Context: an optimization exercise on an open-source flow, tuned for small area, a short achievable clock period and few clock cycles per item. The choices shown serve that exercise and are no tape-out recipe.
RTL that was checked went through simulation tests only; none was proved equivalent to the original.
Function not checked in runs 2 to 5: the RTL went through the layout flow alone.
Power figures rest on the tool's default switching activity, not on a simulated workload.

--- flow/constraint.sdc ---
create_clock -name core_clock -period 8.0 [get_ports {clk}]
set_input_delay 1.6000 -clock core_clock [delete_from_list [all_inputs] [get_ports {clk}]]
set_output_delay 1.6000 -clock core_clock [all_outputs]
set_load 0.01 [all_outputs]
--- flow/design.v ---
package fetch_types_pkg;
    typedef logic [32-1:0]  addr_t;   
    typedef logic [32-1:0] instr_t;  
    localparam int TARGET_LSB = 0;
    localparam int PRED_BIT   = TARGET_LSB + 32;    
    localparam int BR_BIT     = PRED_BIT + 1;                
    localparam int PC_LSB     = BR_BIT + 1;
    localparam int INSTR_LSB  = PC_LSB + 32;
    localparam int ENTRY_W    = INSTR_LSB + 32;    
    typedef logic [ENTRY_W-1:0] fifo_entry_t;
    localparam int JUMP_OFF_W = 26;
    localparam int BR_OFF_W   = 16;
endpackage
package mem_types_pkg;
    localparam int BYTE_BITS   = $clog2(32 / 8);   
    localparam int WORD_BITS   = $clog2(4);        
    localparam int OFFSET_BITS = BYTE_BITS + WORD_BITS;      
    localparam int INDEX_BITS  = $clog2(16);
    localparam int TAG_BITS    = 32 - INDEX_BITS - OFFSET_BITS;
    typedef logic [4*32-1:0] line_t;    
    typedef logic [TAG_BITS-1:0]                  tag_t;
    typedef logic [INDEX_BITS-1:0]                index_t;
    typedef enum logic [1:0] {
        IDLE,     
        REQ,      
        RELEASE   
    } refill_state_t;
endpackage
`timescale 1ns/1ps
module fetch_pc (
    input  logic                    clk,
    input  logic                    rst_n,
    input  logic                    recovery_valid,
    input  fetch_types_pkg::addr_t  recovery_pc,
    input  logic                    hit,
    input  fetch_types_pkg::instr_t instr,
    output fetch_types_pkg::addr_t  pc,
    output logic                         fetch_valid,
    output fetch_types_pkg::fifo_entry_t fetch_entry,
    input  logic                         fetch_ready
);
    logic [5:0] opcode;
    logic       is_jump;
    logic       is_cond;
    logic       is_branch;
    logic       pred_taken;
    fetch_types_pkg::addr_t      pc_plus4;
    fetch_types_pkg::addr_t      jump_off;    
    fetch_types_pkg::addr_t      br_off;
    fetch_types_pkg::addr_t      target;
    logic       advance;     
    fetch_types_pkg::addr_t      next_pc;
    assign opcode  = instr[32-1 -: 6];
    assign is_jump = (opcode == 6'b000010);
    assign is_cond = (opcode == 6'b000100);
    assign pc_plus4 = pc + fetch_types_pkg::addr_t'(4);
    assign jump_off = {{(32-fetch_types_pkg::JUMP_OFF_W-2){instr[fetch_types_pkg::JUMP_OFF_W-1]}},
                       instr[fetch_types_pkg::JUMP_OFF_W-1:0], 2'b00};
    assign br_off   = {{(32-fetch_types_pkg::BR_OFF_W-2){instr[fetch_types_pkg::BR_OFF_W-1]}},
                       instr[fetch_types_pkg::BR_OFF_W-1:0], 2'b00};
    always_comb begin
        is_branch  = 1'b0;
        pred_taken = 1'b0;
        target     = '0;             
        if (is_jump) begin
            is_branch  = 1'b1;
            pred_taken = 1'b1;       
            target     = pc_plus4 + jump_off;
        end else if (is_cond) begin
            is_branch  = 1'b1;
            pred_taken = instr[fetch_types_pkg::BR_OFF_W-1];  
            target     = pc_plus4 + br_off;
        end
    end
    assign advance = hit && fetch_ready;
    always_comb begin
        if (recovery_valid)
            next_pc = recovery_pc;                   
        else if (!advance)
            next_pc = pc;                            
        else if (pred_taken)
            next_pc = target;
        else
            next_pc = pc_plus4;
    end
    always_ff @(posedge clk or negedge rst_n) begin
        if (!rst_n)
            pc <= fetch_types_pkg::addr_t'(32'h0000_0000);
        else
            pc <= next_pc;
    end
    assign fetch_valid = hit;
    always_comb begin
        fetch_entry = '0;
        fetch_entry[fetch_types_pkg::INSTR_LSB +: 32] = instr;
        fetch_entry[fetch_types_pkg::PC_LSB +: 32]     = pc;
        fetch_entry[fetch_types_pkg::BR_BIT]                    = is_branch;
        fetch_entry[fetch_types_pkg::PRED_BIT]                  = pred_taken;
        fetch_entry[fetch_types_pkg::TARGET_LSB +: 32] = target;
    end
endmodule
`timescale 1ns/1ps
module icache (
    input  logic                    clk,
    input  logic                    rst_n,
    input  fetch_types_pkg::addr_t  pc,
    output logic                    hit,
    output fetch_types_pkg::instr_t instr,
    output logic                    mem_req,
    output fetch_types_pkg::addr_t  mem_addr,
    input  logic                    mem_ack,
    input  mem_types_pkg::line_t    mem_data
);
    mem_types_pkg::tag_t                  tag_arr  [16];
    mem_types_pkg::line_t                 data_arr [16];
    logic [16-1:0]  valid_arr;            
    mem_types_pkg::index_t                idx;
    mem_types_pkg::tag_t                  pc_tag;
    logic [mem_types_pkg::WORD_BITS-1:0]  word_sel;
    mem_types_pkg::line_t                 rd_line;
    mem_types_pkg::refill_state_t         state;
    mem_types_pkg::refill_state_t         state_nxt;
    fetch_types_pkg::addr_t                 miss_addr;            
    mem_types_pkg::index_t                fill_idx;
    mem_types_pkg::tag_t                  fill_tag;
    logic                  fill_we;
    assign idx      = pc[mem_types_pkg::OFFSET_BITS +: mem_types_pkg::INDEX_BITS];     
    assign word_sel = pc[mem_types_pkg::BYTE_BITS +: mem_types_pkg::WORD_BITS];        
    assign pc_tag   = pc[32-1 -: mem_types_pkg::TAG_BITS];
    assign rd_line = data_arr[idx];
    assign hit     = valid_arr[idx] && (tag_arr[idx] == pc_tag);
    assign instr   = rd_line[word_sel*32 +: 32];
    assign fill_idx = miss_addr[mem_types_pkg::OFFSET_BITS +: mem_types_pkg::INDEX_BITS];
    assign fill_tag = miss_addr[32-1 -: mem_types_pkg::TAG_BITS];
    assign fill_we  = (state == mem_types_pkg::REQ) && mem_ack;         
    always_comb begin
        state_nxt = state;
        case (state)
            mem_types_pkg::IDLE:    if (!hit) state_nxt = mem_types_pkg::REQ;          
            mem_types_pkg::REQ:     if (mem_ack) state_nxt = mem_types_pkg::RELEASE;   
            mem_types_pkg::RELEASE: if (!mem_ack) state_nxt = mem_types_pkg::IDLE;     
            default: state_nxt = mem_types_pkg::IDLE;
        endcase
    end
    always_ff @(posedge clk or negedge rst_n) begin
        if (!rst_n) begin
            state     <= mem_types_pkg::IDLE;
            valid_arr <= '0;
        end else begin
            state <= state_nxt;
            if (fill_we)
                valid_arr[fill_idx] <= 1'b1;
        end
    end
    always_ff @(posedge clk) begin
        if (state == mem_types_pkg::IDLE && !hit)
            miss_addr <= {pc[32-1:mem_types_pkg::OFFSET_BITS], {mem_types_pkg::OFFSET_BITS{1'b0}}};
    end
    always_ff @(posedge clk) begin
        if (fill_we) begin
            data_arr[fill_idx] <= mem_data;
            tag_arr[fill_idx]  <= fill_tag;
        end
    end
    assign mem_req  = (state == mem_types_pkg::REQ);
    assign mem_addr = miss_addr;
endmodule
`timescale 1ns/1ps
module instr_fifo (
    input  logic                         clk,
    input  logic                         rst_n,
    input  logic                         flush,
    input  logic                         enq_valid,
    input  fetch_types_pkg::fifo_entry_t enq_entry,
    output logic                         enq_ready,
    input  logic                         dispatch_ready,
    output logic                         deq_valid,
    output fetch_types_pkg::fifo_entry_t deq_entry
);
    localparam int PTR_W = $clog2(8);
    fetch_types_pkg::fifo_entry_t        buf_mem [8];  
    logic [PTR_W-1:0]   wr_ptr;
    logic [PTR_W-1:0]   rd_ptr;
    logic [PTR_W:0]     count;                  
    logic               full;
    logic               push;
    logic               pop;
    assign full      = (count == (PTR_W+1)'(8));
    assign enq_ready = !full;
    assign deq_valid = (count != '0);
    assign deq_entry = buf_mem[rd_ptr];        
    assign push = enq_valid && enq_ready && !flush;
    assign pop  = deq_valid && dispatch_ready && !flush;
    always_ff @(posedge clk or negedge rst_n) begin
        if (!rst_n) begin
            wr_ptr <= '0;
            rd_ptr <= '0;
            count  <= '0;
        end else if (flush) begin
            wr_ptr <= '0;                      
            rd_ptr <= '0;
            count  <= '0;
        end else begin
            if (push)
                wr_ptr <= wr_ptr + 1'b1;       
            if (pop)
                rd_ptr <= rd_ptr + 1'b1;
            case ({push, pop})
                2'b10:   count <= count + 1'b1;
                2'b01:   count <= count - 1'b1;
                default: count <= count;       
            endcase
        end
    end
    always_ff @(posedge clk) begin
        if (push)
            buf_mem[wr_ptr] <= enq_entry;
    end
endmodule
`timescale 1ns/1ps
module ifu (
    input  logic                    clk,
    input  logic                    rst_n,
    input  logic                    recovery_valid,
    input  fetch_types_pkg::addr_t  recovery_pc,
    output logic                    mem_req,
    output fetch_types_pkg::addr_t  mem_addr,
    input  logic                    mem_ack,
    input  mem_types_pkg::line_t    mem_data,
    input  logic                    dispatch_ready,
    output logic                    instr_valid,
    output fetch_types_pkg::instr_t instr_data,
    output fetch_types_pkg::addr_t  instr_pc,
    output logic                    instr_is_branch,
    output logic                    instr_pred_taken,
    output fetch_types_pkg::addr_t  instr_target
);
    fetch_types_pkg::addr_t       pc;
    logic        hit;
    fetch_types_pkg::instr_t      instr;
    fetch_types_pkg::fifo_entry_t deq_entry;
    logic        fetch_valid;
    logic        fetch_ready;
    fetch_types_pkg::fifo_entry_t fetch_entry;
    fetch_pc pc_stage (
        .clk            (clk),
        .rst_n          (rst_n),
        .recovery_valid (recovery_valid),
        .recovery_pc    (recovery_pc),
        .hit            (hit),
        .instr          (instr),
        .pc             (pc),
        .fetch_valid    (fetch_valid),
        .fetch_entry    (fetch_entry),
        .fetch_ready    (fetch_ready)
    );
    icache icache_unit (
        .clk      (clk),
        .rst_n    (rst_n),
        .pc       (pc),
        .hit      (hit),
        .instr    (instr),
        .mem_req  (mem_req),
        .mem_addr (mem_addr),
        .mem_ack  (mem_ack),
        .mem_data (mem_data)
    );
    instr_fifo ififo (
        .clk            (clk),
        .rst_n          (rst_n),
        .flush          (recovery_valid),    
        .enq_valid      (fetch_valid),
        .enq_entry      (fetch_entry),
        .enq_ready      (fetch_ready),
        .dispatch_ready (dispatch_ready),
        .deq_valid      (instr_valid),
        .deq_entry      (deq_entry)
    );
    assign instr_data       = deq_entry[fetch_types_pkg::INSTR_LSB +: 32];
    assign instr_pc         = deq_entry[fetch_types_pkg::PC_LSB +: 32];
    assign instr_is_branch  = deq_entry[fetch_types_pkg::BR_BIT];
    assign instr_pred_taken = deq_entry[fetch_types_pkg::PRED_BIT];
    assign instr_target     = deq_entry[fetch_types_pkg::TARGET_LSB +: 32];
endmodule
--- flow/config.mk ---
export PLATFORM = sky130hd
export DESIGN_NAME = ifu
export DESIGN_NICKNAME = ifu
export VERILOG_FILES = /design/flow/design.v
export SDC_FILE = /design/flow/constraint.sdc
export NUM_CORES = 4
export LEC_CHECK = 0
export CAP_MARGIN = 20
export CORE_MARGIN = 2
export CORE_UTILIZATION = 40
export SLEW_MARGIN = 20
--- flow/run.sh ---
#!/bin/bash
# synth_recipe.tcl (not shown) runs the flow's synth.tcl, then flattens the netlist and writes it again
# the make line also repeats each setting of config.mk as NAME=value (left out here)
make -C /OpenROAD-flow-scripts/flow DESIGN_CONFIG=/design/flow/config.mk WORK_HOME=/design/flow/orfs CLKGATE_MAP_FILE= SYNTH_SCRIPT=/design/flow/synth_recipe.tcl finish
==> reports/summary.txt, run 1 <==
OUTCOME
----------------------------------------------------------------------------------------
Outcome ...................................................................  timing/DRC/antenna clean

CLOCK NETWORK
----------------------------------------------------------------------------------------
Number of H-tree branching levels .........................................            5
Maximum number of buffers from clock root to sink .........................            4
Cts repair resizes ........................................................            0
Quantity of hold-fixing buffers added after cts ...........................            0
Insertion delay to the later sink of the worst-skew pair ..................      0.93 ns
Clock Tree Root ........................................................... sky130_fd_sc_hd__clkbuf_16
Clock slew at reported path FFs ...........................................      0.07 ns
Count of clock tree sinks .................................................         3304
Post-CTS Setup Bufs .......................................................            0
Inserted Clock Buffers ....................................................          342
Clock tree from TritonCTS .................................................        built

GLOBAL ROUTING
----------------------------------------------------------------------------------------
Largest net degree at the start of global routing .........................          138
Initial antenna violation count ...........................................           58
Global-route wire length before repair ....................................       485 mm
Sum of overflow across all layers after global routing ....................            0
Combined global-route utilization of all metal layers .....................        20.5%
Number of global-route vias before repair .................................        63853

SYNTHESIS
----------------------------------------------------------------------------------------
EDFF count, synth .........................................................         3244
Syn_area_per_cell .........................................................    22.4 um^2
Library cell with the largest summed area after synthesis ................. sky130_fd_sc_hd__edfxtp_1
Dominant combinational cell family by area after synthesis ................ multiplexers
Post-synthesis xor/xnor area fraction .....................................       0.607%
Synth top area share ......................................................        75.1%
Proportion of synthesized area in mux cells ...............................        17.4%
Post-synthesis adder-cell area fraction ...................................       0.532%
Fraction of registers with async set/reset ................................        1.82%
Post-Synthesis Cells ......................................................         5800
Synthesized flop and latch total ..........................................         3304
Leading post-synthesis cells by instance count ............................ sky130_fd_sc_hd__edfxtp_1 (3244), sky130_fd_sc_hd__mux4_2 (875), sky130_fd_sc_hd__clkbuf_1 (148), sky130_fd_sc_hd__mux2i_1 (148), sky130_fd_sc_hd__mux2_2 (117)
Netlist area before placement .............................................  130000 um^2
Distinct cell type count after synthesis ..................................           90
Largest cells by area after synthesis ..................................... sky130_fd_sc_hd__edfxtp_1 (75%), sky130_fd_sc_hd__mux4_2 (15%), sky130_fd_sc_hd__dfrtp_1 (1.2%)
Total of warnings raised by yosys .........................................            3
Sequential-to-total area share from yosys stat ............................        76.2%
Compound-Gate Fraction of Synth Area ......................................        2.16%
Most frequent cell after synthesis ........................................ sky130_fd_sc_hd__edfxtp_1
Top_reg_cell synth ........................................................ sky130_fd_sc_hd__edfxtp_1
Post-Synth Simple-Gate Area ...............................................        1.86%

FLOORPLAN
----------------------------------------------------------------------------------------
Die Outline Area ..........................................................  329000 um^2
Initial core utilization ..................................................        40.1%
Number of primary I/O pins ................................................          297
Horizontal die dimension ..................................................       574 um
Overall die height ........................................................       574 um
Std-Cell Core Area ........................................................  323000 um^2
Rows ......................................................................          209

SETUP PATH
----------------------------------------------------------------------------------------
Delay contributed by the slowest stage of the critical path ...............      0.94 ns
Most frequent cell on the critical path ................................... sky130_fd_sc_hd__buf_12
Capturing element of the worst setup path ................................. pc_stage.pc[31]
Setup Crit Path Kind ...................................................... flip-flop to flip-flop
Data arrival time of the critical path ....................................      7.61 ns
Stages on worst setup path ................................................           18
Slowest stage cell, crit path ............................................. sky130_fd_sc_hd__nor4_1
Endpoint of the worst-slack reg-to-reg timing path ........................ pc_stage.pc[31]
Count of buffering cells on the critical path with inverters included .....            4
Reg-to-reg startpoint ..................................................... pc_stage.pc[4]
Critical Path Start Type ..................................................    flip-flop
Cell count of the worst reg-to-reg path ...................................           18
Top cell family by delay on the critical path ............................. simple AND/OR/NAND/NOR gates
Worst setup path startpoint ............................................... pc_stage.pc[4]
Ordered list of cells on the worst path ................................... buf_12, buf_12, buf_12, nand4_1, nor4_1, and4_1, nand3_1, xnor2_1, ha_1, inv_1, nor2_1, nor2_1, o2111ai_1, a41oi_1, xnor2_1, o22ai_1, o21ai_0, a21oi_1
Worst Setup End Kind ......................................................    flip-flop
Worst-case register-to-register setup slack ...............................      1.22 ns
Maximum fanout along the worst path .......................................           59
Crit path required time ...................................................      8.83 ns

TIMING
----------------------------------------------------------------------------------------
Actual transition at the worst max-transition pin .........................      1.18 ns
Final min period ..........................................................      6.78 ns
Highest clock frequency the design can meet ...............................      148 MHz
Final Max Slew Viols ......................................................            0
RSZ-0062 raised after global routing ......................................           no
Relative slew margins .....................................................        20.3%
Number of setup violations in the final report ............................            0
Number of hold-slack violations in the final timing report ................            0
WHS .......................................................................     0.460 ns
Clock skew after layout ...................................................    0.0774 ns
Portion of the clock cycle consumed by the worst path in the final layout .        84.7%

ROUTING
----------------------------------------------------------------------------------------
Vias per std cell .........................................................         5.76
DRC violations left .......................................................            0
Average wire length per cell after detail routing .........................      31.2 um
Routed vias ...............................................................        63186
Total routed wirelength ...................................................       342 mm
DR iter-0 viols ...........................................................         7553
Final ANT Viol Nets .......................................................            0
Pre-Repair DR Iteration Count .............................................            6

PLACED DESIGN
----------------------------------------------------------------------------------------
Port Buffers ..............................................................          292
HPWL reported at the end of detailed placement ............................       195 mm
Routability congestion estimate from global placement .....................        0.912

JOB
----------------------------------------------------------------------------------------
Max-capacitance violation count ...........................................            0

PWR
----------------------------------------------------------------------------------------
Logic gate share of total power ...........................................        16.0%
Switching power as a share of total power .................................        25.7%
Tot Pwr ...................................................................      43.5 mW
VDD IR-drop max ...........................................................     0.185 mV
Power per standard cell area ..............................................  289 nW/um^2
Net switching power of the design .........................................      11.2 mW
Power share of the sequential group .......................................        47.3%
Internal Power ............................................................      32.3 mW
Proportion of power drawn by the clock network ............................        36.7%
Leakage ...................................................................      47.2 nW

FINAL LAYOUT
----------------------------------------------------------------------------------------
Fillers ...................................................................        26537
Total area of multi-input combinational cells .............................   29500 um^2
Flip-flop and latch area ..................................................   98900 um^2
Layout cells sized above 1 ................................................        26.3%
Syn-to-layout area delta ..................................................        15.9%
Net count of the finished layout ..........................................         6554

MIN PATH
----------------------------------------------------------------------------------------
Min-Delay Path Class ...................................................... flip-flop to flip-flop

[worst min path at each step]
stage,start,end,cells past startpoint,slack [ns]
2_1_floorplan,icache_unit.valid_arr[1],icache_unit.valid_arr[1],1,0.42
3_3_place_gp,icache_unit.valid_arr[2],icache_unit.valid_arr[2],1,0.43
3_5_place_dp,icache_unit.valid_arr[7],icache_unit.valid_arr[7],1,0.44
4_1_cts,icache_unit.valid_arr[11],icache_unit.valid_arr[11],1,0.46
5_1_grt,icache_unit.valid_arr[4],icache_unit.valid_arr[4],1,0.46
6_report,icache_unit.valid_arr[4],icache_unit.valid_arr[4],1,0.46
[power by group through the flow]
stage	combinational, mW	sequential [mW]	clock (mW)
after floorplan	4.24	20.7	0
after global placement	7.01	20.9	0
after detailed placement	7.04	20.9	0
after CTS	7.07	20.6	16.2
after global routing	7.38	20.6	16.9
final	6.95	20.6	16.0
[registers in the layout, summed over array words and instances, names as in the netlist]
register	cells
icache_unit.data_arr	2048
ififo.buf_mem	784
icache_unit.tag_arr	384
pc_stage.pc	32
icache_unit.miss_addr	28
icache_unit.valid_arr	16
ififo.count	4
ififo.rd_ptr	3
ififo.wr_ptr	3
icache_unit.state	2
[per-stage QoR]
stage | instance area, um^2 | setup TNS (ns) | std cells | util, % | setup slack, ns
after floorplan | 130000 | -3031.69 | 5803 | - | -2.42
after global placement | 139000 | 0 | 10316 | 43.0 | 1.49
after detailed placement | 139000 | 0 | 10316 | 43.0 | 1.27
after CTS | 150000 | 0 | 10937 | 46.5 | 1.24
after global routing | 150000 | 0 | 10939 | 46.5 | 0.798
final | 150000 | 0 | 10961 | 46.5 | 1.22
[metal layers]
layer,vias up,share of wire [%],GRT usage (%)
met3,553,7.6,3.50
li1,25803,-,-
met1,34184,42,29.1
met4,30,2.4,4.82
met5,-,0.058,0
met2,2616,48,33.2
[layout make-up]
cell class | instances | share of cell area (%)
clock inverters | 194 | 1.49
clock buffers | 427 | 6.00
diodes | 24 | 0.0399
flip-flops and latches | 3304 | 65.8
repair buffers | 483 | 3.37
multi-input cells | 2160 | 19.6
well taps | 4325 | 3.60
inverters | 44 | 0.116
[logic make-up (layout without fill, tap and decap cells)]
kind of cell    after synthesis  in the layout
mux                        1141           1141
simple gates                469            469
flops                      3304           3304
other cells                   1             28
xor+xnor                     90             90
fa+ha+maj                    54             54
buf+inv                     339           1148
compound gates              402            402
[cells in the final DEF, fill, tap and decap left out, drive strengths merged, types with 52 or more instances in the layout]
cell           count
edfxtp          3244
mux4             875
clkbuf           427
clkdlybuf4s50    290
buf              193
mux2i            149
clkinv           134
mux2             117
nor2             108
nand2            100
a21oi             71
dfrtp             60
xnor2             59
a22oi             56
ha                52
o21ai             52
inv               52
Testbench counts, summed over its fixed seeds: cycles 131,130, items 64,895.
==> run 2, diff against run 1 <==
==> flow/design.v (replaced) <==
`timescale 1ns/1ps
module ifu (
    input  logic         clk,
    input  logic         rst_n,
    input  logic         recovery_valid,
    input  logic [31:0]  recovery_pc,
    output logic         mem_req,
    output logic [31:0]  mem_addr,
    input  logic         mem_ack,
    input  logic [127:0] mem_data,
    input  logic         dispatch_ready,
    output logic         instr_valid,
    output logic [31:0]  instr_data,
    output logic [31:0]  instr_pc,
    output logic         instr_is_branch,
    output logic         instr_pred_taken,
    output logic [31:0]  instr_target
);
    logic        v;
    logic [31:0] d;
    logic [29:0] p;          
    logic        en;         
    logic        armed;      
    logic [27:0] ma;
    logic        is_j, is_b, br, tk;
    logic [29:0] off, tgt, p1, nx;
    assign is_j = (d[31:26] == 6'b000010);
    assign is_b = (d[31:26] == 6'b000100);
    assign br   = is_j || is_b;
    assign tk   = is_j || (is_b && d[15]);
    assign off  = is_j ? {{4{d[25]}}, d[25:0]} : {{14{d[15]}}, d[15:0]};
    assign tgt  = p + off + 30'd1;
    assign p1   = p + 30'd1;
    assign nx   = !v ? p : tk ? tgt : p1;
    logic        have;
    logic [31:0] w;
    logic        wtk;
    assign have = armed && mem_ack && (ma == nx[29:2]);
    assign w    = mem_data[nx[1:0]*32 +: 32];
    assign wtk  = (w[31:26] == 6'b000010) || ((w[31:26] == 6'b000100) && w[15]);
    logic take;
    assign take = !v || dispatch_ready;
    always_ff @(posedge clk or negedge rst_n) begin
        if (!rst_n) begin
            v <= 1'b0;
            p <= 30'd0;
        end else if (recovery_valid) begin
            v <= 1'b0;
            p <= recovery_pc[31:2];
        end else if (take) begin
            v <= have;
            p <= nx;
        end
    end
    always_ff @(posedge clk) begin
        if (take)
            d <= w;
    end
    logic leave;
    assign leave = !recovery_valid && take && have && (nx[1:0] == 2'd3 || wtk);
    always_ff @(posedge clk or negedge rst_n) begin
        if (!rst_n) begin
            en    <= 1'b0;
            armed <= 1'b0;
            ma    <= 28'd0;
        end else begin
            en <= 1'b1;
            if (armed) begin
                if (mem_ack && (leave || ma != nx[29:2]))
                    armed <= 1'b0;
            end else if (mem_ack) begin
                ma <= nx[29:2];
            end else if (en) begin
                armed <= 1'b1;
            end
        end
    end
    assign mem_req  = en && (armed || !mem_ack);
    assign mem_addr = {ma, 4'b0000};
    assign instr_valid      = v;
    assign instr_data       = d;
    assign instr_pc         = {p, 2'b00};
    assign instr_is_branch  = br;
    assign instr_pred_taken = tk;
    assign instr_target     = br ? {tgt, 2'b00} : 32'd0;
endmodule
==> run 2 against run 1 <==
Via count shrank 84%. Sequential cell count is 3211 lower. Sequential share of layout area shrank 46 points. Global-route usage is 10 points higher. Worst setup slack better by 0.017 ns. Routed wire length decreased by 89%. Final cell count is 84% lower. Total power fell by 95%. Synthesized area shrank 93%. Core utilization grew 8.8 points. First-iteration DRC count is 87% lower. Fmax grew 0.25%.
==> reports/summary.txt, run 2 <==
OUTCOME
----------------------------------------------------------------------------------------
Outcome ...................................................................  timing/DRC/antenna clean

TIMING
----------------------------------------------------------------------------------------
Final min period ..........................................................      6.76 ns   -0.0169 ns
WHS .......................................................................     0.500 ns   +0.0402 ns
Portion of the clock cycle consumed by the worst path in the final layout .        84.5%   -0.21 points
Number of setup violations in the final report ............................            0   unchanged
Highest clock frequency the design can meet ...............................      148 MHz   +0.25%
RSZ-0062 raised after global routing ......................................           no
Setup_tns .................................................................         0 ns   unchanged
Clock skew after layout ...................................................    0.0171 ns   -0.0604 ns
Number of hold-slack violations in the final timing report ................            0   unchanged
Crit path setup slack, layout .............................................      1.24 ns   +0.0169 ns
Final Max Slew Viols ......................................................            0   unchanged
Relative slew margins .....................................................        38.5%   +18 points
Actual transition at the worst max-transition pin .........................     0.920 ns   -0.264 ns

FLOORPLAN
----------------------------------------------------------------------------------------
Number of primary I/O pins ................................................          297   unchanged
Std-Cell Core Area ........................................................   22800 um^2   -93%
Horizontal die dimension ..................................................       157 um   -73%
Die Outline Area ..........................................................   24600 um^2   -93%
Rows ......................................................................           55   -74%
Overall die height ........................................................       157 um   -73%
Initial core utilization ..................................................        41.0%   +0.88 points

ROUTING
----------------------------------------------------------------------------------------
DR iter-0 viols ...........................................................         1014   -87%
Routed vias ...............................................................        10279   -84%
Vias per std cell .........................................................         5.85   +1.5%
Total routed wirelength ...................................................      38.2 mm   -89%
Pre-Repair DR Iteration Count .............................................            6   unchanged
Final ANT Viol Nets .......................................................            0   unchanged
Average wire length per cell after detail routing .........................      21.8 um   -30%
DRC violations left .......................................................            0   unchanged

SYNTHESIS
----------------------------------------------------------------------------------------
Largest cells by area after synthesis ..................................... sky130_fd_sc_hd__dfrtp_1 (16%), sky130_fd_sc_hd__edfxtp_1 (10%), sky130_fd_sc_hd__nand2_1 (8.2%)
Sequential-to-total area share from yosys stat ............................        26.6%   -50 points
Post-Synthesis Cells ......................................................         1215   -79%
Library cell with the largest summed area after synthesis ................. sky130_fd_sc_hd__dfrtp_1
Syn_area_per_cell .........................................................    7.69 um^2   -66%
Top_reg_cell synth ........................................................ sky130_fd_sc_hd__dfrtp_1
Most frequent cell after synthesis ........................................ sky130_fd_sc_hd__nand2_1
Fraction of registers with async set/reset ................................        65.6%   +64 points
Netlist area before placement .............................................    9340 um^2   -93%
Leading post-synthesis cells by instance count ............................ sky130_fd_sc_hd__nand2_1 (205), sky130_fd_sc_hd__o21ai_0 (96), sky130_fd_sc_hd__nor2_1 (85), sky130_fd_sc_hd__a21oi_1 (65), sky130_fd_sc_hd__dfrtp_1 (61)
Synth top area share ......................................................        16.3%   -59 points
Total of warnings raised by yosys .........................................            1   -2
Distinct cell type count after synthesis ..................................          108   +20%
EDFF count, synth .........................................................           32   -99%
Synthesized flop and latch total ..........................................           93   -97%

SETUP PATH
----------------------------------------------------------------------------------------
Maximum fanout along the worst path .......................................           10   -83%
Data arrival time of the critical path ....................................      5.16 ns   -2.45 ns
Most frequent cell on the critical path ................................... sky130_fd_sc_hd__nand2_1
Count of buffering cells on the critical path with inverters included .....            1   -3
Setup Crit Path Kind ...................................................... flip-flop to output pin
Critical Path Start Type ..................................................    flip-flop
Stages on worst setup path ................................................           11   -7
Delay contributed by the slowest stage of the critical path ...............      0.66 ns   -0.28 ns
Worst Setup End Kind ......................................................   output pin
Slowest stage cell, crit path ............................................. sky130_fd_sc_hd__o21ai_1
Ordered list of cells on the worst path ................................... or4_4, o21ai_1, nand2_1, ha_1, a21oi_1, nand2_1, a211oi_1, nand2_1, xor2_1, and2_1, clkdlybuf4s50_1
Top cell family by delay on the critical path ............................. compound AO/OA/AOI/OAI gates
Cell count of the worst reg-to-reg path ...................................           14   -4
Crit path required time ...................................................      6.40 ns   -2.43 ns

GLOBAL ROUTING
----------------------------------------------------------------------------------------
Sum of overflow across all layers after global routing ....................            0   unchanged
Initial antenna violation count ...........................................            0   -100%
Largest net degree at the start of global routing .........................           67   -51%
Combined global-route utilization of all metal layers .....................        30.8%   +10 points
Global-route wire length before repair ....................................      57.6 mm   -88%
Number of global-route vias before repair .................................         9858   -85%

MIN PATH
----------------------------------------------------------------------------------------
Min-Delay Path Class ...................................................... flip-flop to flip-flop
Cells on Worst Hold Path ..................................................            2   +1

PLACED DESIGN
----------------------------------------------------------------------------------------
Minimum setup slack after placement .......................................      1.66 ns   +0.395 ns
# placed instances ........................................................         1740   -83%
Total cell area at the placement stage ....................................   12300 um^2   -91%
Port Buffers ..............................................................          286   -2.1%
HPWL reported at the end of detailed placement ............................      29.7 mm   -85%
Routability congestion estimate from global placement .....................        0.951   +4.2%

CLOCK NETWORK
----------------------------------------------------------------------------------------
Clock Tree Root ........................................................... sky130_fd_sc_hd__clkbuf_16
Clock slew at reported path FFs ...........................................      0.07 ns   about the same
Count of clock tree sinks .................................................           93   -97%
Insertion delay to the later sink of the worst-skew pair ..................      0.37 ns   -0.56 ns
Quantity of hold-fixing buffers added after cts ...........................            0   unchanged
Post-CTS Setup Bufs .......................................................            0   unchanged
Inserted Clock Buffers ....................................................            9   -97%
Number of H-tree branching levels .........................................            3   -2
Maximum number of buffers from clock root to sink .........................            2   -2
Clock tree from TritonCTS .................................................        built
Cts repair resizes ........................................................            0   unchanged

FINAL LAYOUT
----------------------------------------------------------------------------------------
Final Core Density ........................................................        55.3%   +8.8 points
Cell Count, Final, Fillers Out ............................................         1756   -84%
Syn-to-layout area delta ..................................................        34.9%
Net count of the finished layout ..........................................         1635   -75%
Fillers ...................................................................         2209   -92%
Flip-flop count of the largest register, all copies and words added .......           32   -98%
Most used cells in the layout excluding fill and tap cells ................ sky130_fd_sc_hd__clkdlybuf4s50_1 (284), sky130_fd_sc_hd__nand2_1 (205), sky130_fd_sc_hd__o21ai_0 (95), sky130_fd_sc_hd__nor2_1 (85), sky130_fd_sc_hd__a21oi_1 (65)
# diodes ..................................................................            0   -100%
Largest registers ......................................................... d (32), p (30), ma (28)
Layout cells sized above 1 ................................................        7.07%   -19 points
Top register by number of flip-flops ......................................            d
Post-route cell area ......................................................   12600 um^2   -92%
Most frequent standard cell in the layout excluding fill and tap cells .... sky130_fd_sc_hd__clkdlybuf4s50_1

PWR
----------------------------------------------------------------------------------------
Net switching power of the design .........................................     0.914 mW   -92%
VDD IR-drop max ...........................................................    0.0915 mV   -50%
Internal Power ............................................................      1.27 mW   -96%
Leakage ...................................................................      4.77 nW   -90%
Logic gate share of total power ...........................................        47.6%   +32 points
Tot Pwr ...................................................................      2.18 mW   -95%
Power share of the sequential group .......................................        30.7%   -17 points
Switching power as a share of total power .................................        41.9%   +16 points
Power per standard cell area ..............................................  173 nW/um^2   -40%
Proportion of power drawn by the clock network ............................        21.7%   -15 points

JOB
----------------------------------------------------------------------------------------
Max-capacitance violation count ...........................................            0   unchanged

==> run 2: cell count changes after synthesis, moves of 24 or more <==
cell and change:
sky130_fd_sc_hd__inv_1 -25, sky130_fd_sc_hd__nand2_1 +107, sky130_fd_sc_hd__a22oi_1 -51, sky130_fd_sc_hd__buf_2 -40, sky130_fd_sc_hd__buf_1 -37, sky130_fd_sc_hd__o21ai_0 +52, sky130_fd_sc_hd__edfxtp_1 -3212, sky130_fd_sc_hd__mux4_2 -875
sky130_fd_sc_hd__xnor2_1 -37, sky130_fd_sc_hd__clkbuf_1 -93, sky130_fd_sc_hd__mux2i_1 -137, sky130_fd_sc_hd__mux2_2 -112, sky130_fd_sc_hd__a21o_1 -24
==> run 2: worst min-delay path: stages, from the launching register on <==
cell,delay [ns]
sky130_fd_sc_hd__dfrtp_1,0.34
sky130_fd_sc_hd__o21bai_1,0.07
sky130_fd_sc_hd__o31ai_1,0.06
==> run 2: power by group through the flow <==
| stage | registers, mW | clock network, mW | logic, mW |
|---|---|---|---|
| CTS | 0.670 | 0.477 | 1.04 |
| global placement | 0.678 | 0 | 1.03 |
| floorplan | 0.659 | 0 | 0.608 |
| global route | 0.678 | 0.492 | 1.13 |
| detailed placement | 0.679 | 0 | 1.03 |
| finish | 0.670 | 0.473 | 1.04 |
==> run 2: cells by family (layout without fill, tap and decap cells) <==
| family | Yosys count | after routing | synth area share (%) |
|---|---|---|---|
| simple gates | 526 | 526 | 28.2 |
| compound gates | 384 | 384 | 28.6 |
| buf+inv | 114 | 335 | 5.69 |
| flops | 93 | 93 | 26.6 |
| xor+xnor | 46 | 46 | 4.39 |
| fa+ha+maj | 32 | 32 | 4.37 |
| mux | 18 | 18 | 2.02 |
| other cells | 2 | 9 | 0.0804 |
==> run 2: per-layer routing <==
| metal | global-route usage (%) | wire [um] |
|---|---|---|
| met1 | 38.5 | 15800 |
| met2 | 53.5 | 18600 |
| met3 | 5.70 | 2830 |
| met4 | 9.83 | 1050 |
| met5 | 0 | 0 |
==> run 2: worst paths after layout <==
kind	slack, ns	start	end
setup / recovery	1.24	d[26]	instr_target[22]
max in group asynchronous	5.99	rst_n	v
hold reg to reg	0.50	en	armed
setup reg to reg	2.50	d[26]	v
hold / removal	0.50	en	armed
min in group asynchronous	1.40	rst_n	p[23]
==> run 2: cell type report <==
class,instances,area [um^2],area share (%)
multi-input cells,1015,6380,50.6
repair buffers,300,2960,23.5
flip-flops and latches,93,2490,19.8
well taps,313,392,3.11
clock buffers,10,239,1.90
inverters,19,73.8,0.586
clock inverters,6,70.1,0.556
==> run 3, diff against run 2 <==
--- a/flow/config.mk
+++ b/flow/config.mk
@@ -8,4 +8,6 @@
 export CAP_MARGIN = 20
 export CORE_MARGIN = 2
 export CORE_UTILIZATION = 40
+export SETUP_SLACK_MARGIN = 5
 export SLEW_MARGIN = 20
+export TNS_END_PERCENT = 100
==> run 3 against run 2 <==
Critical path depth grew 4. Largest power group unchanged. Design area grew 27%. Clock power shrank 3%. Non-clock buffer count grew 214. Die area is the same. Clock skew shrank 0.0071 ns. Register-to-register slack gained 0.96 ns.
==> reports/summary.txt, run 3 <==
SYNTHESIS
----------------------------------------------------------------------------------------
Sequential-to-total area share from yosys stat ............................        26.6%   unchanged
EDFF count, synth .........................................................           32   unchanged
Total of warnings raised by yosys .........................................            1   unchanged
Leading post-synthesis cells by instance count ............................ sky130_fd_sc_hd__nand2_1 (205), sky130_fd_sc_hd__o21ai_0 (96), sky130_fd_sc_hd__nor2_1 (85), sky130_fd_sc_hd__a21oi_1 (65), sky130_fd_sc_hd__dfrtp_1 (61)
Most frequent cell after synthesis ........................................ sky130_fd_sc_hd__nand2_1
Syn_area_per_cell .........................................................    7.69 um^2   unchanged
Synthesized flop and latch total ..........................................           93   unchanged
Largest cells by area after synthesis ..................................... sky130_fd_sc_hd__dfrtp_1 (16%), sky130_fd_sc_hd__edfxtp_1 (10%), sky130_fd_sc_hd__nand2_1 (8.2%)
Synth top area share ......................................................        16.3%   unchanged
Fraction of registers with async set/reset ................................        65.6%   unchanged
Post-Synthesis Cells ......................................................         1215   unchanged
Library cell with the largest summed area after synthesis ................. sky130_fd_sc_hd__dfrtp_1
Netlist area before placement .............................................    9340 um^2   unchanged
Distinct cell type count after synthesis ..................................          108   unchanged
Top_reg_cell synth ........................................................ sky130_fd_sc_hd__dfrtp_1

MIN PATH
----------------------------------------------------------------------------------------
Min-Delay Path Class ...................................................... flip-flop to flip-flop

FINAL LAYOUT
----------------------------------------------------------------------------------------
Net count of the finished layout ..........................................         1856   +14%
Most used cells in the layout excluding fill and tap cells ................ sky130_fd_sc_hd__clkdlybuf4s50_1 (202), sky130_fd_sc_hd__nand2_1 (186), sky130_fd_sc_hd__buf_4 (172), sky130_fd_sc_hd__nor2_1 (70), sky130_fd_sc_hd__buf_6 (53)
Most frequent standard cell in the layout excluding fill and tap cells .... sky130_fd_sc_hd__clkdlybuf4s50_1
Cell Count, Final, Fillers Out ............................................         1977   +13%
Largest registers ......................................................... d (32), p (30), ma (28)
Post-route cell area ......................................................   16000 um^2   +27%
Flip-flop count of the largest register, all copies and words added .......           32   unchanged
Layout cells sized above 1 ................................................        34.6%   +28 points
Syn-to-layout area delta ..................................................        71.1%
Top register by number of flip-flops ......................................            d
# diodes ..................................................................            0   unchanged

FLOORPLAN
----------------------------------------------------------------------------------------
Std-Cell Core Area ........................................................   22800 um^2   unchanged
Overall die height ........................................................       157 um   unchanged
Rows ......................................................................           55   unchanged
Number of primary I/O pins ................................................          297   unchanged
Initial core utilization ..................................................        41.0%   unchanged
Horizontal die dimension ..................................................       157 um   unchanged
Die Outline Area ..........................................................   24600 um^2   unchanged

GLOBAL ROUTING
----------------------------------------------------------------------------------------
Largest net degree at the start of global routing .........................           67   unchanged
Number of global-route vias before repair .................................        11226   +14%
Combined global-route utilization of all metal layers .....................        36.7%   +5.9 points
Sum of overflow across all layers after global routing ....................            0   unchanged
Global-route wire length before repair ....................................      67.7 mm   +18%
Initial antenna violation count ...........................................            0   unchanged

TIMING
----------------------------------------------------------------------------------------
Final Max Slew Viols ......................................................            0   unchanged
Actual transition at the worst max-transition pin .........................     0.975 ns   +0.0545 ns
Highest clock frequency the design can meet ...............................      188 MHz   +27%
Crit path setup slack, layout .............................................      2.69 ns   +1.45 ns
RSZ-0062 raised after global routing ......................................          yes
Clock skew after layout ...................................................   0.00992 ns   -0.00713 ns
Relative slew margins .....................................................        34.8%   -3.6 points
Number of setup violations in the final report ............................            0   unchanged
Final min period ..........................................................      5.31 ns   -1.45 ns
Setup_tns .................................................................         0 ns   unchanged
Portion of the clock cycle consumed by the worst path in the final layout .        66.3%   -18 points
Number of hold-slack violations in the final timing report ................            0   unchanged

SETUP PATH
----------------------------------------------------------------------------------------
Delay contributed by the slowest stage of the critical path ...............      0.57 ns   -0.09 ns
Most frequent cell on the critical path ................................... sky130_fd_sc_hd__nand2_4
Count of buffering cells on the critical path with inverters included .....            3   +2
Top cell family by delay on the critical path ............................. simple AND/OR/NAND/NOR gates
Ordered list of cells on the worst path ................................... or4_4, o21ai_4, buf_12, buf_8, nand2_4, ha_4, nand2_4, o21a_1, nor3b_4, a2111oi_4, nor3_2, or2_4, xnor2_2, nor2_1, buf_2
Data arrival time of the critical path ....................................      3.71 ns   -1.45 ns
Setup Crit Path Kind ...................................................... flip-flop to output pin
Maximum fanout along the worst path .......................................            6   -4
Crit path required time ...................................................      6.40 ns   about the same
Slowest stage cell, crit path ............................................. sky130_fd_sc_hd__or4_4
Critical Path Start Type ..................................................    flip-flop
Worst Setup End Kind ......................................................   output pin

CLOCK NETWORK
----------------------------------------------------------------------------------------
Clock tree from TritonCTS .................................................        built
Clock Tree Root ........................................................... sky130_fd_sc_hd__clkbuf_16
Count of clock tree sinks .................................................           93   unchanged
Insertion delay to the later sink of the worst-skew pair ..................      0.38 ns   about the same
Clock slew at reported path FFs ...........................................      0.08 ns   about the same
Maximum number of buffers from clock root to sink .........................            2   unchanged
Inserted Clock Buffers ....................................................            9   unchanged
Number of H-tree branching levels .........................................            3   unchanged

PWR
----------------------------------------------------------------------------------------
Leakage ...................................................................      6.35 nW   +33%
VDD IR-drop max ...........................................................     0.111 mV   +21%
Power per standard cell area ..............................................  181 nW/um^2   +4.5%
Tot Pwr ...................................................................      2.89 mW   +33%

ROUTING
----------------------------------------------------------------------------------------
Pre-Repair DR Iteration Count .............................................            7   +1
Total routed wirelength ...................................................      47.4 mm   +24%
DRC violations left .......................................................            0   unchanged
Final ANT Viol Nets .......................................................            0   unchanged
Vias per std cell .........................................................         5.97   +1.9%
Routed vias ...............................................................        11798   +15%
DR iter-0 viols ...........................................................         1305   +29%
Average wire length per cell after detail routing .........................      24.0 um   +10%

JOB
----------------------------------------------------------------------------------------
Max-capacitance violation count ...........................................            0   unchanged

PLACED DESIGN
----------------------------------------------------------------------------------------
Port Buffers ..............................................................          286   unchanged
Minimum setup slack after placement .......................................      2.25 ns   +0.592 ns
Total cell area at the placement stage ....................................   12700 um^2   +3.5%
Routability congestion estimate from global placement .....................        0.913   -3.9%
# placed instances ........................................................         1737   -0.17%
HPWL reported at the end of detailed placement ............................      29.3 mm   -1.4%

OUTCOME
----------------------------------------------------------------------------------------
Outcome ...................................................................  timing/DRC/antenna clean

-- run 3: metal layers --
layer	track usage, %	wire length (um)
met1	45.2	18500
met2	62.0	22600
met3	5.65	3620
met4	18.7	2720
met5	0	0
-- run 3: final timing paths --
| kind | cells past startpoint | start | to | slack [ns] |
|---|---|---|---|---|
| worst max-delay path | 15 | d[31] | instr_target[31] | 2.69 |
| worst min-delay path | 2 | en | armed | 0.53 |
| worst max register to register | 20 | d[31] | v | 3.46 |
| worst min register to register | 2 | en | armed | 0.53 |
| max in group asynchronous | 2 | rst_n | p[1] | 5.99 |
| min in group asynchronous | 2 | rst_n | p[28] | 1.41 |
-- run 3: final cells by class --
| type | count | area (um^2) |
|---|---|---|
| clock buffers | 9 | 225 |
| clock inverters | 7 | 66.3 |
| fillers | 1817 | 6800 |
| inverters | 19 | 93.8 |
| multi-input cells | 1021 | 7900 |
| flip-flops and latches | 93 | 2540 |
| well taps | 313 | 392 |
| repair buffers | 514 | 4750 |
| repair inverters | 1 | 8.76 |
-- run 3: where the power goes --
| part | total (mW) | switching [mW] | internal, mW |
|---|---|---|---|
| clock network | 0.457 | 0.238 | 0.219 |
| logic | 1.79 | 0.908 | 0.885 |
| registers | 0.645 | 0.0794 | 0.565 |
| total | 2.89 | 1.23 | 1.67 |
-- run 3: worst min-delay path: stages (launching register included) --
cell and delay, ns:
sky130_fd_sc_hd__dfrtp_1 0.35, sky130_fd_sc_hd__o21bai_1 0.07, sky130_fd_sc_hd__o31ai_1 0.07
-- run 3: cells by family after synthesis --
group | Yosys count | share of synthesized area [%]
AOI/OAI and AO/OA | 384 | 28.6
DFF | 93 | 26.6
muxes | 18 | 2.02
and+or+nand+nor | 526 | 28.2
adders and majority gates | 32 | 4.37
other | 2 | 0.0804
xor gates and xnor gates | 46 | 4.39
buffers and inverters | 114 | 5.69
-- run 3: timing repair --
action,4_1_cts,5_1_grt
setup buffers,159,56
hold buffers,0,0
setup endpoints to repair,161,118
endpoints found under the hold margin,0,0
pin swaps,59,90
cloned,7,2
gates resized for setup,372,142
-- run 3: stage by stage --
stage / util [%] / hold slack (ns)
floorplan: - / 0.462
global placement: 55.9 / 0.481
detailed placement: 55.9 / 0.517
CTS: 66.0 / 0.533
global route: 70.2 / 0.547
finish: 70.2 / 0.527
==> run 4, diff against run 3 <==
--- a/flow/design.v
+++ b/flow/design.v
@@ -19,25 +19,27 @@
     logic        v;
     logic [31:0] d;
     logic [29:0] p;          
+    logic [29:0] t;          
+    logic        o_br, o_tk;
     logic        en;         
     logic        armed;      
     logic [27:0] ma;
-    logic        is_j, is_b, br, tk;
-    logic [29:0] off, tgt, p1, nx;
-    assign is_j = (d[31:26] == 6'b000010);
-    assign is_b = (d[31:26] == 6'b000100);
-    assign br   = is_j || is_b;
-    assign tk   = is_j || (is_b && d[15]);
-    assign off  = is_j ? {{4{d[25]}}, d[25:0]} : {{14{d[15]}}, d[15:0]};
-    assign tgt  = p + off + 30'd1;
-    assign p1   = p + 30'd1;
-    assign nx   = !v ? p : tk ? tgt : p1;
+    logic [29:0] p1, nx;
+    assign p1 = p + 30'd1;
+    assign nx = !v ? p : o_tk ? t : p1;
     logic        have;
     logic [31:0] w;
-    logic        wtk;
+    logic        wj, wb, wtk;
+    logic [29:0] woff, wtgt;
+    logic [30:0] wsum;
     assign have = armed && mem_ack && (ma == nx[29:2]);
     assign w    = mem_data[nx[1:0]*32 +: 32];
-    assign wtk  = (w[31:26] == 6'b000010) || ((w[31:26] == 6'b000100) && w[15]);
+    assign wj   = (w[31:26] == 6'b000010);
+    assign wb   = (w[31:26] == 6'b000100);
+    assign wtk  = wj || (wb && w[15]);
+    assign woff = wj ? {{4{w[25]}}, w[25:0]} : {{14{w[15]}}, w[15:0]};
+    assign wsum = {nx, 1'b1} + {woff, 1'b1};       
+    assign wtgt = wsum[30:1];
     logic take;
     assign take = !v || dispatch_ready;
     always_ff @(posedge clk or negedge rst_n) begin
@@ -53,8 +55,12 @@
         end
     end
     always_ff @(posedge clk) begin
-        if (take)
-            d <= w;
+        if (take) begin
+            d    <= w;
+            t    <= wtgt;
+            o_br <= wj || wb;
+            o_tk <= wtk;
+        end
     end
     logic leave;
     assign leave = !recovery_valid && take && have && (nx[1:0] == 2'd3 || wtk);
@@ -80,7 +86,7 @@
     assign instr_valid      = v;
     assign instr_data       = d;
     assign instr_pc         = {p, 2'b00};
-    assign instr_is_branch  = br;
-    assign instr_pred_taken = tk;
-    assign instr_target     = br ? {tgt, 2'b00} : 32'd0;
+    assign instr_is_branch  = o_br;
+    assign instr_pred_taken = o_tk;
+    assign instr_target     = o_br ? {t, 2'b00} : 32'd0;
 endmodule
==> run 4 against run 3 <==
Still clean. Core utilization shrank 3.6 points. Fmax up 24%. Critical path depth is 3 lower. First-iteration DRC count down 30%. Non-clock buffer count fell by 54.
==> reports/summary.txt, run 4 <==
SYNTHESIS
----------------------------------------------------------------------------------------
Leading post-synthesis cells by instance count ............................ sky130_fd_sc_hd__nand2_1 (89), sky130_fd_sc_hd__o21ai_0 (83), sky130_fd_sc_hd__nor2_1 (77), sky130_fd_sc_hd__a21oi_1 (66), sky130_fd_sc_hd__edfxtp_1 (64)
Library cell with the largest summed area after synthesis ................. sky130_fd_sc_hd__edfxtp_1
Fraction of registers with async set/reset ................................        48.8%   -17 points
Distinct cell type count after synthesis ..................................           77   -29%
Total of warnings raised by yosys .........................................            1   unchanged
Largest cells by area after synthesis ..................................... sky130_fd_sc_hd__edfxtp_1 (20%), sky130_fd_sc_hd__dfrtp_1 (16%), sky130_fd_sc_hd__mux4_2 (5.9%)
Syn_area_per_cell .........................................................    9.19 um^2   +20%
EDFF count, synth .........................................................           64   +100%
Sequential-to-total area share from yosys stat ............................        36.1%   +9.5 points
Top_reg_cell synth ........................................................ sky130_fd_sc_hd__edfxtp_1
Netlist area before placement .............................................    9540 um^2   +2.2%
Synthesized flop and latch total ..........................................          125   +34%
Post-Synthesis Cells ......................................................         1038   -15%
Synth top area share ......................................................        20.1%   +3.8 points
Most frequent cell after synthesis ........................................ sky130_fd_sc_hd__nand2_1

SETUP PATH
----------------------------------------------------------------------------------------
Crit path required time ...................................................      8.17 ns   +1.77 ns
Worst-case register-to-register setup slack ...............................      3.79 ns   +0.33 ns
Setup Crit Path Kind ...................................................... input pin to flip-flop
Endpoint of the worst-slack reg-to-reg timing path ........................        t[23]
Data arrival time of the critical path ....................................      4.45 ns   +0.74 ns
Reg-to-reg startpoint .....................................................         p[0]
Maximum fanout along the worst path .......................................            5   -1
Worst Setup End Kind ......................................................    flip-flop
Cell count of the worst reg-to-reg path ...................................           17   -15%
Critical Path Start Type ..................................................    input pin

FINAL LAYOUT
----------------------------------------------------------------------------------------
Largest registers ......................................................... d (32), p (30), t (30)
Most used cells in the layout excluding fill and tap cells ................ sky130_fd_sc_hd__clkdlybuf4s50_1 (153), sky130_fd_sc_hd__buf_4 (135), sky130_fd_sc_hd__nand2_1 (87), sky130_fd_sc_hd__o21ai_0 (70), sky130_fd_sc_hd__nor2_1 (68)
Syn-to-layout area delta ..................................................        63.6%
Top register by number of flip-flops ......................................            d
Most frequent standard cell in the layout excluding fill and tap cells .... sky130_fd_sc_hd__clkdlybuf4s50_1
Layout cells sized above 1 ................................................        33.7%   -0.94 points
Flip-flop count of the largest register, all copies and words added .......           32   unchanged
Net count of the finished layout ..........................................         1650   -11%
# diodes ..................................................................            0   unchanged

ROUTING
----------------------------------------------------------------------------------------
DR iter-0 viols ...........................................................          916   -30%
Vias per std cell .........................................................         5.70   -4.4%
Total routed wirelength ...................................................      40.7 mm   -14%
Final ANT Viol Nets .......................................................            0   unchanged
Pre-Repair DR Iteration Count .............................................            6   -1
Routed vias ...............................................................        10185   -14%
DRC violations left .......................................................            0   unchanged
Average wire length per cell after detail routing .........................      22.8 um   -5.1%

TIMING
----------------------------------------------------------------------------------------
Number of hold-slack violations in the final timing report ................            0   unchanged
Setup_tns .................................................................         0 ns   unchanged
Number of setup violations in the final report ............................            0   unchanged
Final Max Slew Viols ......................................................            0   unchanged
Crit path setup slack, layout .............................................      3.72 ns   +1.03 ns
Clock skew after layout ...................................................    0.0102 ns   +0.000245 ns
Relative slew margins .....................................................        33.0%   -1.9 points
Highest clock frequency the design can meet ...............................      234 MHz   +24%
WHS .......................................................................     0.528 ns   +0.00121 ns
Actual transition at the worst max-transition pin .........................      1.01 ns   +0.0309 ns
Portion of the clock cycle consumed by the worst path in the final layout .        53.5%   -13 points
Final min period ..........................................................      4.28 ns   -1.03 ns
RSZ-0062 raised after global routing ......................................          yes

PWR
----------------------------------------------------------------------------------------
VDD IR-drop max ...........................................................     0.107 mV   -3.4%
Power per standard cell area ..............................................  184 nW/um^2   +1.6%
Leakage ...................................................................      6.65 nW   +4.7%

FLOORPLAN
----------------------------------------------------------------------------------------
Number of primary I/O pins ................................................          297   unchanged
Initial core utilization ..................................................        40.7%   -0.34 points
Rows ......................................................................           56   +1.8%
Horizontal die dimension ..................................................       158 um   +1.1%
Overall die height ........................................................       158 um   +1.1%
Std-Cell Core Area ........................................................   23500 um^2   +3.0%
Die Outline Area ..........................................................   25100 um^2   +2.1%

OUTCOME
----------------------------------------------------------------------------------------
Outcome ...................................................................  timing/DRC/antenna clean

GLOBAL ROUTING
----------------------------------------------------------------------------------------
Number of global-route vias before repair .................................         9772   -13%
Global-route wire length before repair ....................................      58.4 mm   -14%
Largest net degree at the start of global routing .........................           71   +6.0%
Sum of overflow across all layers after global routing ....................            0   unchanged
Combined global-route utilization of all metal layers .....................        31.5%   -5.2 points
Initial antenna violation count ...........................................            0   unchanged

PLACED DESIGN
----------------------------------------------------------------------------------------
Port Buffers ..............................................................          286   unchanged
Minimum setup slack after placement .......................................      2.50 ns   +0.250 ns
Routability congestion estimate from global placement .....................        0.931   +1.9%
HPWL reported at the end of detailed placement ............................      27.1 mm   -7.4%

CLOCK NETWORK
----------------------------------------------------------------------------------------
Inserted Clock Buffers ....................................................           17   +8
Maximum number of buffers from clock root to sink .........................            2   unchanged
Clock Tree Root ........................................................... sky130_fd_sc_hd__clkbuf_16
Count of clock tree sinks .................................................          125   +34%
Insertion delay to the later sink of the worst-skew pair ..................      0.43 ns   +0.05 ns
Clock slew at reported path FFs ...........................................      0.05 ns   -0.03 ns
Number of H-tree branching levels .........................................            4   +1
Clock tree from TritonCTS .................................................        built

MIN PATH
----------------------------------------------------------------------------------------
Hold endpoint .............................................................       ma[25]
Cells on Worst Hold Path ..................................................            2   unchanged
Hold Path Origin ..........................................................       ma[25]
Min-Delay Path Class ...................................................... flip-flop to flip-flop

JOB
----------------------------------------------------------------------------------------
Max-capacitance violation count ...........................................            0   unchanged

-- run 4: cell count changes in the layout (fill, tap and decap cells not counted), sizes merged, moves of 28 or more --
| cell | before | now |
|---|---|---|
| dlygate4sd2 | 32 | 60 |
| clkdlybuf4s50 | 202 | 153 |
| mux2i | 11 | 40 |
| nand2 | 206 | 89 |
| edfxtp | 32 | 64 |
| buf | 261 | 212 |
| a211oi | 49 | 6 |
-- run 4: how the worst max path moves through the flow --
stage	slack, ns	to	from	cells after the start
after floorplan	3.55	t[28]	mem_data[29]	17
after global placement	2.57	t[28]	mem_data[93]	16
after detailed placement	2.50	t[28]	mem_data[29]	16
after CTS	3.77	t[29]	p[1]	20
after global routing	3.60	t[29]	mem_data[40]	12
final	3.72	t[29]	mem_data[40]	12
-- run 4: cell type report --
class                      instances  area [um^2]
timing repair inverter             4         37.5
timing repair buffer             460         4380
clock inverter                    13          148
sequential                       125         3500
tap                              319          399
multi-input combinational        804         6540
fill                            1952         7860
inverter                          42          184
clock buffer                      19          433
-- run 4: timing repair --
item / CTS / global route
hold buffers: 0 / 0
setup buffers: 127 / 31
gates cloned: 10 / 3
gates resized for setup: 444 / 137
setup endpoints to repair: 188 / 75
pin swaps: 68 / 41
-- run 4: per-layer routing --
metal	track usage [%]	vias to the layer above	wire, um
met4	9.44	0	1210
met3	5.53	67	3250
met1	41.8	4904	17000
li1	-	4691	-
met5	0	-	0
met2	52.6	523	19200
-- run 4: logic make-up (layout without fill, tap and decap cells) --
kind of cell	count (synthesis)	in the layout	synth area share, %
AO/OA/AOI/OAI	286	286	19.2
XOR/XNOR	52	52	4.77
adder cells (fa/ha/maj)	31	31	4.14
buffers and inverters	118	538	5.31
flip-flops	125	125	36.1
multiplexers	80	80	11.9
other	2	9	0.0787
AND/OR/NAND/NOR	344	346	18.5
-- run 4: through the flow --
step	cell area (um^2)	std cells	total power, mW	utilization, %
final	15600	1786	2.88	66.5
after CTS	14900	1752	2.77	63.3
after floorplan	9790	1045	1.42	-
after global routing	15600	1786	3.00	66.5
after detailed placement	12700	1583	1.80	54.1
after global placement	12700	1583	1.80	54.1
-- run 4: worst max-delay path, stage by stage --
cell and delay, ns:
sky130_fd_sc_hd__clkdlybuf4s50_1 0.39, sky130_fd_sc_hd__mux4_2 0.54, sky130_fd_sc_hd__ha_4 0.31, sky130_fd_sc_hd__buf_4 0.13
sky130_fd_sc_hd__and3_4 0.19, sky130_fd_sc_hd__nand3_2 0.13, sky130_fd_sc_hd__o211a_4 0.30, sky130_fd_sc_hd__nor3_4 0.23
sky130_fd_sc_hd__a21oi_2 0.10, sky130_fd_sc_hd__o311ai_1 0.24, sky130_fd_sc_hd__a21oi_1 0.13, sky130_fd_sc_hd__xor2_1 0.15
-- run 4: report_power, final --
part | internal (mW) | switching, mW
sequential | 0.829 | 0.135
combinational | 0.580 | 0.538
clock | 0.486 | 0.308
==> run 5, diff against run 4 <==
--- a/flow/config.mk
+++ b/flow/config.mk
@@ -5,9 +5,10 @@
 export SDC_FILE = /design/flow/constraint.sdc
 export NUM_CORES = 4
 export LEC_CHECK = 0
+export ABC_CLOCK_PERIOD_IN_PS = 3500
 export CAP_MARGIN = 20
 export CORE_MARGIN = 2
 export CORE_UTILIZATION = 40
-export SETUP_SLACK_MARGIN = 5
+export SETUP_SLACK_MARGIN = 4.4
 export SLEW_MARGIN = 20
 export TNS_END_PERCENT = 100
==> run 5 against run 4 <==
Clock power about the same. Critical path type is now flip-flop to flip-flop. Still clean on timing, DRC and antenna. First-iteration DRC count decreased by 18%. Critical endpoint unchanged. Largest cell class unchanged. Sequential share of layout area up 1.1 points. Die area unchanged.
==> reports/summary.txt, run 5 <==
TIMING
----------------------------------------------------------------------------------------
Relative slew margins .....................................................        35.7%   +2.8 points
Final min period ..........................................................      4.34 ns   +0.0634 ns
RSZ-0062 raised after global routing ......................................          yes
Clock skew after layout ...................................................    0.0105 ns   +0.000336 ns
Highest clock frequency the design can meet ...............................      230 MHz   -1.5%
Final Max Slew Viols ......................................................            0   unchanged
Actual transition at the worst max-transition pin .........................     0.964 ns   -0.0415 ns
Number of setup violations in the final report ............................            0   unchanged
Portion of the clock cycle consumed by the worst path in the final layout .        54.3%   +0.79 points
Number of hold-slack violations in the final timing report ................            0   unchanged
Setup_tns .................................................................         0 ns   unchanged
WHS .......................................................................     0.525 ns   -0.00278 ns

CLOCK NETWORK
----------------------------------------------------------------------------------------
Clock Tree Root ........................................................... sky130_fd_sc_hd__clkbuf_16
Insertion delay to the later sink of the worst-skew pair ..................      0.43 ns   about the same
Number of H-tree branching levels .........................................            4   unchanged
Clock slew at reported path FFs ...........................................      0.06 ns   about the same
Quantity of hold-fixing buffers added after cts ...........................            0   unchanged
Count of clock tree sinks .................................................          125   unchanged
Inserted Clock Buffers ....................................................           17   unchanged
Maximum number of buffers from clock root to sink .........................            2   unchanged
Clock tree from TritonCTS .................................................        built

SYNTHESIS
----------------------------------------------------------------------------------------
Most frequent cell after synthesis ........................................ sky130_fd_sc_hd__nand2_1
Sequential-to-total area share from yosys stat ............................        36.1%   unchanged
Post-Synthesis Cells ......................................................         1038   unchanged
Top_reg_cell synth ........................................................ sky130_fd_sc_hd__edfxtp_1
Syn_area_per_cell .........................................................    9.19 um^2   unchanged
Synth top area share ......................................................        20.1%   unchanged
Distinct cell type count after synthesis ..................................           77   unchanged
Library cell with the largest summed area after synthesis ................. sky130_fd_sc_hd__edfxtp_1
Synthesized flop and latch total ..........................................          125   unchanged
Leading post-synthesis cells by instance count ............................ sky130_fd_sc_hd__nand2_1 (89), sky130_fd_sc_hd__o21ai_0 (83), sky130_fd_sc_hd__nor2_1 (77), sky130_fd_sc_hd__a21oi_1 (66), sky130_fd_sc_hd__edfxtp_1 (64)
EDFF count, synth .........................................................           64   unchanged
Fraction of registers with async set/reset ................................        48.8%   unchanged
Largest cells by area after synthesis ..................................... sky130_fd_sc_hd__edfxtp_1 (20%), sky130_fd_sc_hd__dfrtp_1 (16%), sky130_fd_sc_hd__mux4_2 (5.9%)
Netlist area before placement .............................................    9540 um^2   unchanged
Total of warnings raised by yosys .........................................            1   unchanged

MIN PATH
----------------------------------------------------------------------------------------
Min-Delay Path Class ...................................................... flip-flop to flip-flop

FINAL LAYOUT
----------------------------------------------------------------------------------------
Flip-flop and latch area ..................................................    3460 um^2   -1.1%
Largest registers ......................................................... d (32), p (30), t (30)
Total area of multi-input combinational cells .............................    6240 um^2   -4.5%
Layout cells sized above 1 ................................................        22.7%   -11 points
Top register by number of flip-flops ......................................            d
Net count of the finished layout ..........................................         1579   -4.3%
Fillers ...................................................................         2027   +3.8%
Flip-flop count of the largest register, all copies and words added .......           32   unchanged
Most used cells in the layout excluding fill and tap cells ................ sky130_fd_sc_hd__clkdlybuf4s50_1 (216), sky130_fd_sc_hd__nand2_1 (87), sky130_fd_sc_hd__nor2_1 (73), sky130_fd_sc_hd__o21ai_0 (71), sky130_fd_sc_hd__edfxtp_1 (64)
Syn-to-layout area delta ..................................................        54.2%
Most frequent standard cell in the layout excluding fill and tap cells .... sky130_fd_sc_hd__clkdlybuf4s50_1

SETUP PATH
----------------------------------------------------------------------------------------
Worst Setup End Kind ......................................................    flip-flop
Data arrival time of the critical path ....................................      4.52 ns   +0.07 ns
Critical Path Start Type ..................................................    flip-flop
Crit path required time ...................................................      8.18 ns   about the same
Maximum fanout along the worst path .......................................           25   +20
Setup Crit Path Kind ...................................................... flip-flop to flip-flop

FLOORPLAN
----------------------------------------------------------------------------------------
Number of primary I/O pins ................................................          297   unchanged
Horizontal die dimension ..................................................       158 um   unchanged
Std-Cell Core Area ........................................................   23500 um^2   unchanged
Initial core utilization ..................................................        40.7%   unchanged
Overall die height ........................................................       158 um   unchanged
Die Outline Area ..........................................................   25100 um^2   unchanged
Rows ......................................................................           56   unchanged

ROUTING
----------------------------------------------------------------------------------------
Vias per std cell .........................................................         5.63   -1.2%
Pre-Repair DR Iteration Count .............................................            5   -1
DRC violations left .......................................................            0   unchanged
Routed vias ...............................................................         9668   -5.1%
DR iter-0 viols ...........................................................          750   -18%
Final ANT Viol Nets .......................................................            0   unchanged
Average wire length per cell after detail routing .........................      22.3 um   -2.2%
Total routed wirelength ...................................................      38.2 mm   -6.0%

PLACED DESIGN
----------------------------------------------------------------------------------------
Routability congestion estimate from global placement .....................        0.912   -2.0%
Port Buffers ..............................................................          286   unchanged
HPWL reported at the end of detailed placement ............................      27.3 mm   +0.50%

GLOBAL ROUTING
----------------------------------------------------------------------------------------
Number of global-route vias before repair .................................         9339   -4.4%
Initial antenna violation count ...........................................            1   +1
Largest net degree at the start of global routing .........................           63   -11%
Sum of overflow across all layers after global routing ....................            0   unchanged
Global-route wire length before repair ....................................      55.4 mm   -5.1%
Combined global-route utilization of all metal layers .....................        30.1%   -1.4 points

PWR
----------------------------------------------------------------------------------------
Tot Pwr ...................................................................      2.83 mW   -1.7%
VDD IR-drop max ...........................................................     0.133 mV   +24%
Power per standard cell area ..............................................  192 nW/um^2   +4.4%
Leakage ...................................................................      6.06 nW   -8.9%

JOB
----------------------------------------------------------------------------------------
Max-capacitance violation count ...........................................            0   unchanged

OUTCOME
----------------------------------------------------------------------------------------
Outcome ...................................................................  timing/DRC/antenna clean

==> run 5: cell counts after synthesis <==
No cell type changed its count.
==> run 5: cell type report <==
type | instances | share of cell area (%)
Sequential cell | 125 | 23.5
Clock inverter | 12 | 0.918
Clock buffer | 20 | 3.17
Antenna cell | 1 | 0.0170
Multi-Input combinational cell | 802 | 42.4
Tap cell | 319 | 2.71
Timing Repair Buffer | 392 | 25.9
Timing Repair inverter | 3 | 0.128
Inverter | 42 | 1.24
==> run 5: through the flow <==
stage                     instance area, um^2  std cells  utilization [%]  setup slack [ns]
final                                   14700       1716             62.7              3.66
after global routing                    14700       1716             62.7              3.52
after CTS                               14200       1696             60.7              3.75
after detailed placement                12700       1584             54.0              2.54
after global placement                  12700       1584             54.0              2.60
after floorplan                          9770       1045                -              3.55
==> run 5: cells by family (layout without fill, tap and decap cells) <==
group / count (synthesis) / after routing / synth area share [%]
DFF: 125 / 125 / 36.1
adders and majority gates: 31 / 31 / 4.14
AOI/OAI and AO/OA: 286 / 286 / 19.2
xor gates and xnor gates: 52 / 52 / 4.77
and+or+nand+nor: 344 / 344 / 18.5
other: 2 / 10 / 0.0787
buffers and inverters: 118 / 469 / 5.31
muxes: 80 / 80 / 11.9
==> run 5: report_power, final <==
group | switching, mW | internal (mW)
Clock | 0.311 | 0.485
Combinational | 0.485 | 0.558
Sequential | 0.162 | 0.826
==> run 5: critical path, cell delays in order (launching register included) <==
cell and delay, ns:
sky130_fd_sc_hd__dfrtp_2 0.63, sky130_fd_sc_hd__o211ai_1 0.22, sky130_fd_sc_hd__o21ai_4 0.25, sky130_fd_sc_hd__buf_8 0.31
sky130_fd_sc_hd__mux2i_2 0.27, sky130_fd_sc_hd__buf_4 0.15, sky130_fd_sc_hd__nor4_4 0.04, sky130_fd_sc_hd__buf_4 0.17
sky130_fd_sc_hd__and2_4 0.18, sky130_fd_sc_hd__a21o_1 0.21, sky130_fd_sc_hd__ha_4 0.30, sky130_fd_sc_hd__nand2_4 0.06
sky130_fd_sc_hd__o21ai_4 0.19, sky130_fd_sc_hd__nor2_2 0.06, sky130_fd_sc_hd__o211a_1 0.15, sky130_fd_sc_hd__nor3_4 0.28
sky130_fd_sc_hd__a21oi_2 0.12, sky130_fd_sc_hd__o311ai_2 0.24, sky130_fd_sc_hd__a21oi_2 0.09, sky130_fd_sc_hd__xor2_1 0.14
==> run 5: path summary, 6_finish.rpt <==
check,start,cells past startpoint,end,slack [ns]
max reg2reg,v,19,t[29],3.66
max in group asynchronous,rst_n,2,v,6.07
max,v,19,t[29],3.66
min reg2reg,ma[11],2,ma[11],0.53
min,ma[11],2,ma[11],0.53
min in group asynchronous,rst_n,2,p[6],1.35
==> run 5: timing repair <==
| item | 4_1_cts | 5_1_grt |
|---|---|---|
| endpoints found under the setup margin | 60 | 27 |
| buffers inserted | 76 | 19 |
| pin swaps | 53 | 38 |
| gates resized for setup | 226 | 70 |
| cloned | 4 | 0 |
==> run 5: per-layer routing <==
layer / part of all wire [%] / GRT usage, % / routed length, um
met5: 0 / 0 / 0
met4: 2.9 / 9.52 / 1100
met3: 7.0 / 5.55 / 2690
met2: 48 / 50.7 / 18400
met1: 42 / 39.2 / 16000

==> re-timing with driven ports <==
Ports are ideal in the flow. The routed layouts listed here were re-timed in OpenROAD. Step 1, drivers: a clkbuf_16 drives clk and a buf_2 each remaining input, both assumed. Step 2 also shifts input and output timing later by t, the mid clock arrival at the registers, as if the neighbouring blocks saw the same clock. Three values: no drivers, after step 1, after step 2; two values: the first two.
run | t (ns) | setup WS [ns] | hold slack, ns | worst data-port slew with drivers (ns) | pins driven straight from the clock port
run 1 | 0.997 | 1.223 / 1.223 / 1.223 | 0.460 / 0.460 / 0.460 | 0.27 | 1
run 2 | 0.414 | 1.240 / 1.192 / 1.606 | 0.500 / 0.500 / 0.500 | 0.09 | 1
run 3 | 0.419 | 2.694 / 2.645 / 3.065 | 0.527 / 0.527 / 0.527 | 0.09 | 1
run 4 | 0.467 | 3.721 / 3.742 / 3.276 | 0.528 / 0.528 / 0.528 | 0.06 | 1
run 5 | 0.467 | 3.658 / 3.658 / 3.259 | 0.525 / 0.525 / 0.525 | 0.08 | 1
After both steps every run listed still meets setup and hold. For run 4, which loses most, drivers alone change the setup slack by +0.021 ns; drivers and shift together by -0.445 ns.
